This design comes from an exercise in tuning for small area, a short achievable clock period and few clock cycles on the open sky130 flow, not from production work.
Only simulation tests tie the RTL to the original design; equivalence was not proved.

==> flow/design.v (excerpt) <==
module cnn_layer_top
(
    input  wire logic          clk,
    input  wire logic          rst_n,
    input  wire logic          i_sample_valid,
    input  wire cnn_pkg::sample_t       i_sample,
    input  wire logic          i_sample_last,
    output logic               o_sample_credit,
    input  wire logic          i_load_weights,
    input  wire cnn_pkg::weights_flat_t i_weights,
    input  wire logic          i_load_biases,
    input  wire cnn_pkg::biases_flat_t  i_biases,
    output logic               o_feat_valid,
    output cnn_pkg::feature_vec_t       o_feat,
    output logic               o_feat_last,
    input  wire logic          i_feat_credit
);
Size in the first run: about 1000 flip-flops, about 340 I/O pins, ~71000 µm² of cells after synthesis.
export LEC_CHECK = 0
export CAP_MARGIN = 20
export CORE_MARGIN = 2
export CORE_UTILIZATION = 40
export SLEW_MARGIN = 20
export SYNTH_HIERARCHICAL = 1
export SYNTH_MINIMUM_KEEP_SIZE = 0
create_clock -name core_clock -period 11.0 [get_ports {clk}]
standard.sh (not shown) runs the stock make flow with config.mk's settings and CLKGATE_MAP_FILE= SYNTH_SCRIPT=/design/flow/synth_recipe.tcl, a recipe that flattens the netlist after the stock synthesis.
==> flow/flow/run.sh <==
#!/bin/bash
# The standard layout, with plain buffers (buf_2) on the ports instead of the
# delay buffers buffer_ports picks by default. Everything else, synthesis
# included, is the standard flow (standard.sh).
set -euo pipefail
export BUFFER_PORTS_ARGS="-buffer_cell sky130_fd_sc_hd__buf_2"
bash standard.sh > standard.log 2>&1
Testbench counts at the start, summed over its fixed seeds: cycles 8,009.
Rerun with:
--- a/flow/design.v
+++ b/flow/design.v
@@ -713,20 +713,16 @@
     logic s553, c554;
     logic s555, c556;
     logic s557, c558;
     logic s559, c560;
     logic s561, c562;
     logic s563, c564;
     logic [17:0] row_a, row_b, sum;
     logic [7:0] y_c;
-    logic [8:0] lo;
-    logic [9:0] hi0, hi1, hi;
-    logic neg_c, big_c, neg, big;
-    logic [7:0] low_c, low;
     assign p1 = ~(wq0[0] | xn0[0]);
     assign p2 = ~(wq1[0] | xn1[0]);
     assign p3 = ~(wq2[0] | xn2[0]);
     assign p4 = bq[0];
     assign p5 = ~(wq0[1] | xn0[0]);
     assign p6 = ~(wq0[0] | xn0[1]);
     assign p7 = ~(wq1[1] | xn1[0]);
     assign p8 = ~(wq1[0] | xn1[1]);
@@ -1103,23 +1099,18 @@
     cnn_fa u_s553 (.a(r1_s483), .b(c520), .c(s521), .s(s553), .co(c554));
     cnn_fa u_s555 (.a(r1_s487), .b(c522), .c(s523), .s(s555), .co(c556));
     cnn_fa u_s557 (.a(r1_s491), .b(c524), .c(s525), .s(s557), .co(c558));
     cnn_fa u_s559 (.a(r1_s495), .b(c526), .c(s527), .s(s559), .co(c560));
     cnn_fa u_s561 (.a(r1_s499), .b(c528), .c(s529), .s(s561), .co(c562));
     cnn_fa u_s563 (.a(r1_c500), .b(c530), .c(s531), .s(s563), .co(c564));
     assign row_a = {1'b1, c532, c562, c560, c558, c556, c554, c552, c550, c548, c546, c544, c542, c540, c538, c536, c534, s501};
     assign row_b = {1'b0, c564, s563, s561, s559, s557, s555, s553, s551, s549, s547, s545, s543, s541, s539, s537, s535, s533};
-    assign lo  = {1'b0, row_a[7:0]} + {1'b0, row_b[7:0]};
-    assign hi0 = row_a[17:8] + row_b[17:8];
-    assign hi1 = row_a[17:8] + row_b[17:8] + 1'b1;
-    assign hi  = lo[8] ? hi1 : hi0;
-    assign neg_c = hi[9];
-    assign big_c = |hi[8:0];
-    assign low_c = lo[7:0];
+    assign sum = row_a + row_b;
+    assign y_c = sum[17] ? 8'd0 : (|sum[16:8]) ? 8'd255 : sum[7:0];
     always_ff @(posedge clk) begin
         r1_p1 <= p1;
         r1_p2 <= p2;
         r1_p3 <= p3;
         r1_p4 <= p4;
         r1_p10 <= p10;
         r1_p11 <= p11;
         r1_s375 <= s375;
@@ -1174,22 +1165,17 @@
         r1_s495 <= s495;
         r1_c494 <= c494;
         r1_c496 <= c496;
         r1_s497 <= s497;
         r1_s499 <= s499;
         r1_c498 <= c498;
         r1_c500 <= c500;
     end
-    always_ff @(posedge clk) begin
-        low <= low_c;
-        neg <= neg_c;
-        big <= big_c;
-    end
-    assign y = neg ? 8'd0 : big ? 8'd255 : low;
+    always_ff @(posedge clk) y <= y_c;
 endmodule
 module cnn_dot3n (
     input  wire logic       clk,
     input  wire logic [7:0] x0,
     input  wire logic [7:0] xn0,
     input  wire logic [7:0] x1,
     input  wire logic [7:0] xn1,
     input  wire logic [7:0] x2,
@@ -1650,20 +1636,16 @@
     logic s571, c572;
     logic s573, c574;
     logic s575, c576;
     logic s577, c578;
     logic s579, c580;
     logic s581, c582;
     logic [17:0] row_a, row_b, sum;
     logic [7:0] y_c;
-    logic [8:0] lo;
-    logic [9:0] hi0, hi1, hi;
-    logic neg_c, big_c, neg, big;
-    logic [7:0] low_c, low;
     assign p1 = ~(wq0[0] & x0[0]);
     assign p2 = ~(wq1[0] & x1[0]);
     assign p3 = ~(wq2[0] & x2[0]);
     assign p4 = bq[0];
     assign p5 = ~(wq0[1] & x0[0]);
     assign p6 = ~(wq0[0] & x0[1]);
     assign p7 = ~(wq1[1] & x1[0]);
     assign p8 = ~(wq1[0] & x1[1]);
@@ -2057,23 +2039,18 @@
     cnn_fa u_s571 (.a(r1_s501), .b(c538), .c(s539), .s(s571), .co(c572));
     cnn_fa u_s573 (.a(r1_s505), .b(c540), .c(s541), .s(s573), .co(c574));
     cnn_fa u_s575 (.a(r1_s509), .b(c542), .c(s543), .s(s575), .co(c576));
     cnn_fa u_s577 (.a(r1_s513), .b(c544), .c(s545), .s(s577), .co(c578));
     cnn_fa u_s579 (.a(r1_s517), .b(c546), .c(s547), .s(s579), .co(c580));
     cnn_fa u_s581 (.a(r1_c518), .b(c548), .c(s549), .s(s581), .co(c582));
     assign row_a = {1'b1, c550, c580, c578, c576, c574, c572, c570, c568, c566, c564, c562, c560, c558, c556, c554, c552, s519};
     assign row_b = {1'b0, c582, s581, s579, s577, s575, s573, s571, s569, s567, s565, s563, s561, s559, s557, s555, s553, s551};
-    assign lo  = {1'b0, row_a[7:0]} + {1'b0, row_b[7:0]};
-    assign hi0 = row_a[17:8] + row_b[17:8];
-    assign hi1 = row_a[17:8] + row_b[17:8] + 1'b1;
-    assign hi  = lo[8] ? hi1 : hi0;
-    assign neg_c = !hi[9];
-    assign big_c = ~&hi[8:0];
-    assign low_c = ~lo[7:0];
+    assign sum = row_a + row_b;
+    assign y_c = !sum[17] ? 8'd0 : (~&sum[16:8]) ? 8'd255 : ~sum[7:0];
     always_ff @(posedge clk) begin
         r1_p2 <= p2;
         r1_p3 <= p3;
         r1_p4 <= p4;
         r1_s461 <= s461;
         r1_s389 <= s389;
         r1_c462 <= c462;
         r1_s463 <= s463;
@@ -2128,22 +2105,17 @@
         r1_s513 <= s513;
         r1_c512 <= c512;
         r1_c514 <= c514;
         r1_s515 <= s515;
         r1_s517 <= s517;
         r1_c516 <= c516;
         r1_c518 <= c518;
     end
-    always_ff @(posedge clk) begin
-        low <= low_c;
-        neg <= neg_c;
-        big <= big_c;
-    end
-    assign y = neg ? 8'd0 : big ? 8'd255 : low;
+    always_ff @(posedge clk) y <= y_c;
 endmodule
 module cnn_fa (
     input  wire logic a,
     input  wire logic b,
     input  wire logic c,
     output logic      s,
     output logic      co
 );
Effect:
- The changed run passed the timing, DRC and antenna checks
- wire length is lower by 0.41%
- non-clock buffer count does not change
- first-iteration DRC count is lower by 6.7%
- core utilization is lower by 0.18 points
- synthesized area hardly moves
- flip-flop and latch count is lower by 16
- synthesized cell count is higher by 0.75%
- setup slack gets better by 0.0068 ns
- count of clock-buffer cells in the layout is higher by 9
Testbench counts after the change, summed over its fixed seeds: cycles 8,009.

---

== green ==
cnn_layer_top again, from the RTL that the note above started with.
==> module credit_fifo, before the edit <==
module credit_fifo
#(
    parameter int WIDTH = 9
) (
    input  wire logic             clk,
    input  wire logic             rst_n,
    input  wire logic             i_wr_valid,
    input  wire logic [WIDTH-1:0] i_wr_data,
    input  wire logic             i_rd_pop,
    output logic                  o_rd_valid,
    output logic [WIDTH-1:0]      o_rd_data,
    output logic                  o_credit
);
    localparam int DEPTH = 4;
    logic [WIDTH-1:0] mem [DEPTH];
    logic [1:0]       wr_ptr;
    logic [1:0]       rd_ptr;
    logic [DEPTH-1:0] full;
    assign o_rd_valid = full[rd_ptr];
    assign o_rd_data  = mem[rd_ptr];
    always_ff @(posedge clk) begin
        if (i_wr_valid) begin
            mem[wr_ptr] <= i_wr_data;
        end
    end
    always_ff @(posedge clk or negedge rst_n) begin
        if (!rst_n) begin
            wr_ptr   <= '0;
            rd_ptr   <= '0;
            full     <= '0;
            o_credit <= 1'b0;
        end else begin
            if (i_wr_valid) begin
                wr_ptr <= wr_ptr + 1'b1;
            end
            if (i_rd_pop) begin
                rd_ptr <= rd_ptr + 1'b1;
            end
            for (int i = 0; i < DEPTH; i++) begin
                if (i_wr_valid && wr_ptr == 2'(i)) begin
                    full[i] <= 1'b1;
                end else if (i_rd_pop && rd_ptr == 2'(i)) begin
                    full[i] <= 1'b0;
                end
            end
            o_credit <= i_rd_pop;
        end
    end
endmodule
==> module max_pool_pair, before the edit <==
module max_pool_pair
(
    input  wire logic         clk,
    input  wire logic         rst_n,
    input  wire logic         i_in_valid,
    input  wire logic         i_in_odd,
    input  wire logic         i_in_last,
    input  wire cnn_pkg::feature_vec_t i_in_data,
    output logic              o_out_valid,
    output cnn_pkg::feature_vec_t      o_out_data,
    output logic              o_out_last
);
    localparam int ACT = 8;
    localparam int NF  = 8;
    always_ff @(posedge clk) begin
        for (int f = 0; f < NF; f++) begin
            if (i_in_valid && (!i_in_odd || (i_in_data[f*ACT +: ACT] > o_out_data[f*ACT +: ACT]))) begin
                o_out_data[f*ACT +: ACT] <= i_in_data[f*ACT +: ACT];
            end
        end
        o_out_last <= i_in_last;
    end
    always_ff @(posedge clk or negedge rst_n) begin
        if (!rst_n) begin
            o_out_valid <= 1'b0;
        end else begin
            o_out_valid <= i_in_valid && (i_in_odd || i_in_last);
        end
    end
endmodule
export LEC_CHECK = 0
export CAP_MARGIN = 20
export CORE_MARGIN = 2
export CORE_UTILIZATION = 55
export CTS_CLUSTER_DIAMETER = 100
export CTS_CLUSTER_SIZE = 22
export SLEW_MARGIN = 20
export SYNTH_HIERARCHICAL = 1
export SYNTH_MINIMUM_KEEP_SIZE = 0
create_clock -name core_clock -period 11.0 [get_ports {clk}]
==> flow/flow/run.sh <==
#!/bin/bash
set -euo pipefail
export BUFFER_PORTS_ARGS="-buffer_cell sky130_fd_sc_hd__buf_2"
export SETUP_SLACK_MARGIN=7.5
bash standard.sh > standard.log 2>&1
green: PASS, flow complete, no timing, DRC or antenna violations
Testbench counts of green, summed over its fixed seeds: cycles 8,009.
#### Input delta (purple over green)
--- a/flow/design.v
+++ b/flow/design.v
@@ -30,10 +30,14 @@
     logic [1:0]       wr_ptr;
     logic [1:0]       rd_ptr;
     logic [DEPTH-1:0] full;
-    assign o_rd_valid = full[rd_ptr];
-    assign o_rd_data  = mem[rd_ptr];
+    logic             head_full;
+    logic             store;
+    assign head_full  = full[rd_ptr];
+    assign o_rd_valid = head_full || i_wr_valid;
+    assign o_rd_data  = head_full ? mem[rd_ptr] : i_wr_data;
+    assign store      = i_wr_valid && (head_full || !i_rd_pop);
     always_ff @(posedge clk) begin
-        if (i_wr_valid) begin
+        if (store) begin
             mem[wr_ptr] <= i_wr_data;
         end
     end
@@ -44,16 +48,16 @@
             full     <= '0;
             o_credit <= 1'b0;
         end else begin
-            if (i_wr_valid) begin
+            if (store) begin
                 wr_ptr <= wr_ptr + 1'b1;
             end
-            if (i_rd_pop) begin
+            if (i_rd_pop && head_full) begin
                 rd_ptr <= rd_ptr + 1'b1;
             end
             for (int i = 0; i < DEPTH; i++) begin
-                if (i_wr_valid && wr_ptr == 2'(i)) begin
+                if (store && wr_ptr == 2'(i)) begin
                     full[i] <= 1'b1;
-                end else if (i_rd_pop && rd_ptr == 2'(i)) begin
+                end else if (i_rd_pop && head_full && rd_ptr == 2'(i)) begin
                     full[i] <= 1'b0;
                 end
             end
@@ -2176,9 +2180,17 @@
 );
     localparam int ACT = 8;
     localparam int NF  = 8;
+    cnn_pkg::feature_vec_t held;
+    always_ff @(posedge clk) begin
+        if (i_in_valid && !i_in_odd) begin
+            held <= i_in_data;
+        end
+    end
     always_ff @(posedge clk) begin
         for (int f = 0; f < NF; f++) begin
-            if (i_in_valid && (!i_in_odd || (i_in_data[f*ACT +: ACT] > o_out_data[f*ACT +: ACT]))) begin
+            if (i_in_odd && (held[f*ACT +: ACT] > i_in_data[f*ACT +: ACT])) begin
+                o_out_data[f*ACT +: ACT] <= held[f*ACT +: ACT];
+            end else begin
                 o_out_data[f*ACT +: ACT] <= i_in_data[f*ACT +: ACT];
             end
         end
## What came out
Overall die width: purple vs green up 5.7 um. The sequential cell count in purple is 1.06 times that in green. Total core area in purple vs green: up about 4%. [purple vs green] tap cell instance count: higher in purple. The clock-buffer cell count in purple sits about 8% above the value recorded for green. Taking green as the reference, in purple register-to-register slack barely changed, number of cells in the design after placement climbed 2.3%. A end of the critical path of o_feat[24] is what green shows, while u_conv.g_filter[7].g_n.u_dot.big belongs to purple. For worst hold slack, green and purple come out practically identical.
Testbench counts of purple, summed over its fixed seeds: cycles 7,977.

==> separate check: timing with driven ports <==
The results above use ideal ports. As a check the final layouts listed here were re-extracted and re-timed, cells and wires unchanged.
Step 1: set_driving_cell puts a clkbuf_16 on clk and a buf_2 on each other input, an assumption about the parent block.
Step 2 moves the port delays by t, midway between the first and last clock arrival at a register: inputs arrive t later, outputs are due t later. That takes back most of the time a late clock gives input paths.
a / b / c = ideal ports / drivers / drivers and shift; a / b = the first two.
| run | t (ns) | slack for setup (ns) | clock arrival spread, ns | worst data-port slew with drivers (ns) |
|---|---|---|---|---|
| the first run of note 1 | 0.845 | 7.002 / 7.035 / 6.190 | 0.075 / 0.076 | 0.10 |
| the second run of note 1 | 0.829 | 7.008 / 7.008 / 6.262 | 0.054 / 0.054 | 0.12 |
| green | 0.799 | 7.301 / 7.220 / 6.835 | 0.050 / 0.050 | 0.12 |
| purple | 0.782 | 7.536 / 7.482 / 6.921 | 0.037 / 0.037 | 0.11 |
After both steps setup and hold are still met in every run listed. For the first run of note 1, which loses most, drivers alone change the setup slack by +0.033 ns; drivers and shift together by -0.812 ns.
